From an optimization exercise on the open Yosys and OpenROAD flow, aimed at small area and a short achievable clock period; shortcuts taken in it are not production practice. Function was checked by simulation only, so behaviour that the tests miss may differ from the original. The flow treats the clock pin as an ideal source. Dropping or thinning the clock tree relies on that and would not hold on a real chip. Power figures rest on the tool's default switching activity, not on a simulated workload.

`config.mk`:
```
export PLATFORM = sky130hd
export DESIGN_NAME = row_skew_fifo_bank
export DESIGN_NICKNAME = row_skew_fifo_bank
export VERILOG_FILES = /design/flow/design.v
export SDC_FILE = /design/flow/constraint.sdc
export NUM_CORES = 4
export LEC_CHECK = 0
export CAP_MARGIN = 20
export CORE_MARGIN = 2
export CORE_UTILIZATION = 60
export SETUP_SLACK_MARGIN = 3.25
export SLEW_MARGIN = 20
export TNS_END_PERCENT = 5
```
`constraint.sdc`:
```
create_clock -name core_clock -period 5.5 [get_ports {i_clk}]
set_input_delay 1.1000 -clock core_clock [delete_from_list [all_inputs] [get_ports {i_clk}]]
set_output_delay 1.1000 -clock core_clock [all_outputs]
set_load 0.01 [all_outputs]
```
`design.v`:
```
package sa_pkg;
    localparam int SA_ROW   = 9;
    localparam int SA_WIDTH = 9;
    localparam int SA_DEPTH = 16;
    typedef enum logic [1:0] {
        IDLE  = 2'd0,
        PRE   = 2'd1,
        DATA  = 2'd2,
        FLUSH = 2'd3
    } state_t;
    function automatic int cnt_width(input int n);
        cnt_width = (n > 1) ? $clog2(n) : 1;
    endfunction
endpackage
module sync_fifo
#(
    parameter int WIDTH = sa_pkg::SA_WIDTH,
    parameter int DEPTH = sa_pkg::SA_DEPTH
) (
    input  logic             i_clk,
    input  logic             i_rst_n,
    input  logic             push,
    input  logic             pop,
    input  logic [WIDTH-1:0] wdata,
    output logic [WIDTH-1:0] rdata,
    output logic             empty,
    output logic             full,
    output logic             full_d
);
    localparam int CW = $clog2(DEPTH) + 1;
    logic [WIDTH-1:0] mem [DEPTH];
    logic [CW-1:0]    count_q;
    logic [WIDTH-1:0] rdata_q, rdata_d;
    logic             empty_q, full_q, empty_d, nempty_q;
    logic             pop_ok, one, almost;
    logic [DEPTH-1:0] rsel;
    assign pop_ok  = pop & ~empty_q;
    assign one     = (count_q == CW'(1));
    assign almost  = (count_q == CW'(DEPTH - 1));
    assign empty_d = ~push & (empty_q | (one & pop));
    assign full_d  = ~pop & (full_q | (almost & push));
    always_comb begin
        for (int e = 0; e < DEPTH; e++) rsel[e] = pop & (count_q == CW'(e + 1));
        rdata_d = rdata_q & {WIDTH{~pop_ok}};
        for (int e = 0; e < DEPTH; e++) rdata_d = rdata_d | (mem[e] & {WIDTH{rsel[e]}});
    end
    assign rdata = rdata_q;
    assign empty_q = ~nempty_q;
    assign empty = empty_q;
    assign full  = full_q;
    always_ff @(posedge i_clk or negedge i_rst_n) begin
        if (!i_rst_n) begin
            count_q <= '0;
            rdata_q <= '0;
            nempty_q <= 1'b0;
            full_q  <= 1'b0;
        end else begin
            nempty_q <= ~empty_d;
            full_q  <= full_d;
            rdata_q <= rdata_d;
            if (push != pop_ok) count_q <= push ? count_q + CW'(1) : count_q - CW'(1);
        end
    end
    always_ff @(posedge i_clk) begin
        if (push) begin
            mem[0] <= wdata;
            for (int e = 1; e < DEPTH; e++) mem[e] <= mem[e-1];
        end
    end
endmodule
module row_skew_fifo_bank
#(
    parameter int ROW   = sa_pkg::SA_ROW,
    parameter int WIDTH = sa_pkg::SA_WIDTH,
    parameter int DEPTH = sa_pkg::SA_DEPTH
) (
    input  logic                 i_clk,
    input  logic                 i_rst_n,
    input  logic                 i_valid,
    input  logic                 i_last,
    input  logic [ROW*WIDTH-1:0] i_data,
    output logic                 o_ready,
    input  logic [ROW-1:0]       i_read_enable,
    output logic [ROW-1:0]       o_fifo_empty,
    output logic [ROW*WIDTH-1:0] o_data,
    output logic                 o_busy
);
    sa_pkg::state_t             state_q, state_d;
    logic [ROW-1:0]             zmask_q, zmask_d;
    logic [ROW-1:0]             push, full, full_d, empty;
    logic [ROW-1:0][WIDTH-1:0]  wdata, rdata;
    logic                       stall_q, stall_d, ready_q, ready_d, busy_q, busy_d;
    logic                       data_q, last_step, accept;
    assign accept    = ready_q & i_valid;
    assign last_step = (state_q == sa_pkg::PRE) ? zmask_q[1] : ~zmask_q[1];
    assign data_q    = (state_q == sa_pkg::DATA);
    always_comb begin
        state_d = state_q;
        zmask_d = zmask_q;
        case (state_q)
            sa_pkg::IDLE: begin
                if (i_valid) begin
                    state_d = sa_pkg::PRE;
                    zmask_d = ROW'(1) << (ROW - 1);
                end
            end
            sa_pkg::PRE: begin
                if (!stall_q) begin
                    if (last_step) begin
                        state_d = sa_pkg::DATA;
                        zmask_d = '0;
                    end else begin
                        zmask_d = zmask_q | (zmask_q >> 1);
                    end
                end
            end
            sa_pkg::DATA: begin
                if (accept && i_last) begin
                    state_d = sa_pkg::FLUSH;
                    zmask_d = {1'b0, {(ROW-1){1'b1}}};
                end
            end
            sa_pkg::FLUSH: begin
                if (!stall_q) begin
                    if (last_step) begin
                        state_d = sa_pkg::IDLE;
                        zmask_d = '0;
                    end else begin
                        zmask_d = zmask_q & (zmask_q >> 1);
                    end
                end
            end
            default: begin
                state_d = sa_pkg::IDLE;
                zmask_d = '0;
            end
        endcase
    end
    always_comb begin
        for (int r = 0; r < ROW; r++) begin
            push[r]  = accept | (zmask_q[r] & ~stall_q);
            wdata[r] = i_data[r*WIDTH +: WIDTH] & {WIDTH{data_q}};
        end
    end
    assign stall_d = |full_d;
    assign ready_d = (state_d == sa_pkg::DATA) & ~stall_d;
    assign busy_d  = (state_d != sa_pkg::IDLE);
    always_ff @(posedge i_clk or negedge i_rst_n) begin
        if (!i_rst_n) begin
            state_q <= sa_pkg::IDLE;
            zmask_q <= '0;
            stall_q <= 1'b0;
            ready_q <= 1'b0;
            busy_q  <= 1'b0;
        end else begin
            state_q <= state_d;
            zmask_q <= zmask_d;
            stall_q <= stall_d;
            ready_q <= ready_d;
            busy_q  <= busy_d;
        end
    end
    for (genvar r = 0; r < ROW; r++) begin : g_row
        sync_fifo #(
            .WIDTH (WIDTH),
            .DEPTH (DEPTH)
        ) u_fifo (
            .i_clk   (i_clk),
            .i_rst_n (i_rst_n),
            .push    (push[r]),
            .pop     (i_read_enable[r]),
            .wdata   (wdata[r]),
            .rdata   (rdata[r]),
            .empty   (empty[r]),
            .full    (full[r]),
            .full_d  (full_d[r])
        );
    end
    assign o_ready      = ready_q;
    assign o_busy       = busy_q;
    assign o_fifo_empty = empty;
    assign o_data       = rdata;
endmodule
```
`flow/run.sh`:
```
#!/bin/bash
set -e
HERE=$(cd "$(dirname "$0")" && pwd)
export CTS_ARGS="-sink_clustering_enable -repair_clock_nets -dont_use_dummy_load -sink_clustering_size 30 -sink_clustering_max_diameter 90"
export BUFFER_PORTS_ARGS="-buffer_cell sky130_fd_sc_hd__buf_2"
export POST_CTS_TCL="$HERE/post_cts.tcl"
bash standard.sh > standard.log 2>&1
```
`flow/post_cts.tcl`:
```
set block [ord::get_db_block]
set root [$block findInst clkbuf_0_i_clk]
proc pc_center { inst } {
  set b [$inst getBBox]
  return [list [expr {([$b xMin] + [$b xMax]) / 2}] [expr {([$b yMin] + [$b yMax]) / 2}]]
}
if { $root != "NULL" } {
  set in_net [[$root findITerm A] getNet]
  set out_net [[$root findITerm X] getNet]
  set loads {}
  foreach it [$out_net getITerms] {
    if { [$it getInst] != $root } { lappend loads $it }
  }
  set ok 1
  foreach it $loads {
    set m [[$it getInst] getMaster]
    if { ![string match "sky130_fd_sc_hd__clkbuf_*" [$m getName]] || [$it getMTerm] != [$m findMTerm A] } { set ok 0 }
  }
  if { $ok && [llength $loads] <= 8 && [llength [$out_net getBTerms]] == 0 } {
    while { [llength $loads] > 4 } {
      set best {}
      set bestd -1
      for {set i 0} {$i < [llength $loads]} {incr i} {
        for {set j [expr {$i + 1}]} {$j < [llength $loads]} {incr j} {
          lassign [pc_center [[lindex $loads $i] getInst]] x1 y1
          lassign [pc_center [[lindex $loads $j] getInst]] x2 y2
          set d [expr {abs($x1 - $x2) + abs($y1 - $y2)}]
          if { $bestd < 0 || $d < $bestd } { set bestd $d; set best [list $i $j] }
        }
      }
      lassign $best i j
      set keep [[lindex $loads $i] getInst]
      set drop [[lindex $loads $j] getInst]
      set keep_net [[$keep findITerm X] getNet]
      set drop_net [[$drop findITerm X] getNet]
      puts "post_cts: merging [$drop getName] into [$keep getName]"
      foreach it [$drop_net getITerms] {
        if { [$it getInst] != $drop } { $it disconnect; $it connect $keep_net }
      }
      [$drop findITerm A] disconnect
      odb::dbInst_destroy $drop
      odb::dbNet_destroy $drop_net
      set loads [lreplace $loads $j $j]
    }
    puts "post_cts: removing root clock buffer, [llength $loads] loads move to [$in_net getName]"
    foreach it $loads {
      $it disconnect
      $it connect $in_net
    }
    odb::dbInst_destroy $root
    odb::dbNet_destroy $out_net
    estimate_parasitics -placement
    repair_timing_helper -setup
    detailed_placement
    check_placement -verbose
  } else {
    puts "post_cts: root clock buffer kept, [llength $loads] loads"
  }
}
```
`standard.sh`:
```
#!/bin/bash
# synth_recipe.tcl (not shown) runs the flow's synth.tcl, then flattens the netlist and writes it again
# the make line also repeats each setting of config.mk as NAME=value (left out here)
make -C /OpenROAD-flow-scripts/flow DESIGN_CONFIG=/design/flow/config.mk WORK_HOME=/design/flow/orfs CLKGATE_MAP_FILE= SYNTH_SCRIPT=/design/flow/synth_recipe.tcl "${@:-finish}"
```
==> summary.txt <==
Status
  • Status: finished clean

Logic synthesis
  • Synth area leader: edfxtp_1
  • Seq/Total Area, Yosys: 78.4%
  • Top-area cell type share of the netlist area: 71.1%
  • Most common flop cell mapped by yosys: edfxtp_1
  • Fraction of the mapped netlist area in simple logic gates: 7.33%
  • Post-Syn Instances: about 3200
  • Count of different cell masters after synthesis: 77
  • Complex-gate fraction of the synthesized area: 10.9%
  • Area share of fa/ha/maj cells after synthesis: 1.29%
  • Main combinational cell family by area after synthesis: compound AO/OA/AOI/OAI gates
  • Top cells by area, synth: edfxtp_1 (71%), dfrtp_1 (7.2%), a22oi_1 (6.0%)
  • Post-synthesis cell area: 0.0547 mm²
  • Synthesized Nets: between 3000 and 4000
  • Count leader, synth: edfxtp_1
  • Post-Synth XOR/XNOR Area: 0.704%
  • Share of async-settable or async-resettable flops after synthesis: between 10% and 20%
  • Yosys reg bits: ~1500
  • YS warnings: 3
  • Mux contribution to synthesized area: 0.0389%
  • Post-synth EDFFs: 1296
  • Most common library cells after synthesis: edfxtp_1 (1296), a22oi_1 (434), dfrtp_1 (158), and2_1 (112), nand2_1 (103)
  • Post-Syn Area per Cell: 17.1 µm²

Setup path
  • CP endpoint kind: flip-flop
  • Slowest CP cell: or4_4
  • CP arrival: 2760 ps
  • Crit Reg-Reg Endpoint: g_row[1].u_fifo.rdata_q[2]
  • Cell Chain, Critical Path: buf_12 -> and2_4 -> a21oi_4 -> o22ai_4 -> or4_4 -> or3_1
  • CP required: approximately 5800 ps
  • Worst r2r src: g_row[1].u_fifo.count_q[3]
  • Critical path class: primary input to flip-flop
  • CP max FO: 6
  • Crit path launch type: primary input
  • Worst reg-to-reg setup slack: 3170 ps
  • WP buf/inv: 1
  • Worst Reg-to-Reg Cells: 5
  • Delay-heaviest family, CP: simple AND/OR/NAND/NOR gates
  • Slowest stage delay, CP: roughly 560 ps

Power
  • Pwr Total: 35.9 mW
  • Worst vdd ir: approximately 700 µV
  • Leak: ~21 nW
  • Power Density: about 590 mW/mm²

Finish
  • Nets: 3594
  • Area grow syn2layout: 10.5%
  • Post-Route Utilization: about 67%
  • Share of cells above drive strength 1: 17.0%

Die
  • Die H: 306 µm
  • IO Pins: 186
  • Initial Util: between 60% and 70%
  • Placeable Area: 0.0901 mm²
  • Die area: 0.0936 mm²
  • Rows: 110
  • Die width: 306 µm

Global routing
  • Remaining global-route overflow: 0
  • Largest net degree at the start of global routing: 153
  • Global Route Usage Sum: a little over a quarter
  • First-pass GRT wire length: 193000 µm
  • Initial antenna violation count: 7
  • Vias in the first global route: 30900

Timing
  • Max transition margin: 35.1%
  • Setup_tns: 0 ps
  • Finish-stage setup viols: 0
  • Setup Skew: ~40 ps
  • Fmax: 412 MHz
  • Slew Viols, Final: 0
  • RSZ-0062 raised after global routing: yes
  • Fin crit share: 44.2%
  • Worst Tran Pin Value: 974 ps
  • Tmin final: 2430 ps
  • Final hold violation count: 0
  • Worst hold slack: ~430 ps

Drt
  • DRT iter0 DRCs: ~4700
  • Post-detailed-route DRC marker count: 0
  • Via count: 31600
  • Vias per inst: about 7
  • Antenna viol nets, final: 0
  • Routed wire per std cell: 28.2 µm
  • DRT Pass-1 Iters: 6
  • DRT Wirelength: between 100000 and 150000 µm

Run
  • # Max-Cap Violations: 0

Placed design
  • Port bufs: 185
  • DP HPWL: 74800 µm
  • RD Place Congestion: 0.831

Clocking
  • CTS sink count: 1454
  • Clk slew on worst S/H paths: around 110 ps
  • Worst skew pair latency: 480 ps

Min path
  • Min-Delay Startpoint: g_row[4].u_fifo.mem[2][0]
  • WHS Path Cells: 0
  • Worst hold path class: flip-flop to flip-flop
  • WHS Endpoint: g_row[4].u_fifo.mem[3][0]
## how the worst max path moves through the flow
stage          slack (ps)    start                    endpoint  cells after the start
2_1_floorplan        1300  i_valid  g_row[8].u_fifo.count_q[3]                      7
3_3_place_gp         1810  i_valid   g_row[0].u_fifo.mem[9][3]                      6
3_5_place_dp         1690  i_valid   g_row[0].u_fifo.mem[9][3]                      6
5_1_grt              3050  i_valid                     stall_q                      6
6_report             3070  i_valid                     stall_q                      6
## layout by cell type (no fill, tap or decap), drive strengths merged, types with 24 or more instances in the layout
cell type / Yosys / routed
edfxtp: 1296 / 1296
a22oi: 434 / 434
buf: 39 / 306
dfrtp: 158 / 158
and2: 115 / 119
nand2: 103 / 104
nand4: 93 / 93
nor2: 87 / 88
a222oi: 82 / 82
inv: 61 / 61
clkbuf: 84 / 56
ha: 55 / 55
nand3: 48 / 48
a221oi: 43 / 43
o21ai: 43 / 43
and4: 42 / 42
a22o: 39 / 39
and3: 39 / 39
nor3: 39 / 39
a32oi: 32 / 32
xnor2: 31 / 31
nand2b: 27 / 27
or3: 25 / 25
a21oi: 24 / 24
## power breakdown
group / internal, mW / switching, mW / total (mW)
logic: 2.47 / 5.13 / 7.60
registers: 20.1 / 3.49 / 23.5
clock network: 1.77 / 3.02 / 4.79
total: 24.3 / 11.6 / 35.9
## cell type report
class / count / area, µm²
flip-flops and latches: 1454 / 42900
fillers: 6133 / 29700
repair inverters: 2 / 17.5
multi-input cells: 1559 / 12100
diodes: 1 / 2.50
inverters: 64 / 338
clock buffers: 54 / 1350
repair buffers: 310 / 2280
well taps: 1176 / 1470
## metrics by stage
stage | std cells | cell area [µm²] | setup slack, ps
global placement | 4467 | 57100 | 1810
global route | 4619 | 60500 | 3050
floorplan | 3194 | 54700 | 1300
detailed placement | 4469 | 57100 | 1690
finish | 4620 | 60500 | 3070
## flip-flops by register name (all words and copies together) (netlist names)
signal,cells
g_row.u_fifo.mem,1296
g_row.u_fifo.rdata_q,81
g_row.u_fifo.count_q,45
g_row.u_fifo.full_q,9
g_row.u_fifo.nempty_q,9
zmask_q,9
state_q,2
busy_q,1
ready_q,1
stall_q,1
## logic make-up after synthesis
| kind of cell | count (synthesis) |
|---|---|
| AOI/OAI and AO/OA | 759 |
| buffers and inverters | 187 |
| adders and majority gates | 57 |
| DFF | 1454 |
| and+or+nand+nor | 691 |
| xor gates and xnor gates | 44 |
| muxes | 2 |
## metal layers
layer | up-vias | wire [µm] | global-route usage [%]
li1 | 13500 | - | -
met1 | 16200 | 53500 | 39.7
met2 | 1634 | 61700 | 42.6
met3 | 229 | 11900 | 4.75
met4 | 8 | 3180 | 7.46
met5 | - | 49 | 0

## separate check: timing with driven ports
Ports are ideal in the flow. The routed layout listed here was re-timed in OpenROAD. Step 1 assumes that a clkbuf_16 drives the clock port and a buf_2 every other input. Step 2, shift: input delay + t, output delay - t, t = (earliest + latest rising clock arrival at the registers) / 2. This alone moves slack from input paths to output paths. a / b / c = no drivers / after step 1 / after step 2; a / b = the first two.
t, ns: 0.605
setup slack, ns: 3.071 / 3.040 / 2.520
latest minus earliest clock arrival (ns): 0.042 / 0.043
worst register clock-pin slew, ns: 0.12 / 0.12
After both steps setup and hold are still met in this run. For this run, drivers alone change the setup slack by -0.031 ns; drivers and shift together by -0.551 ns.
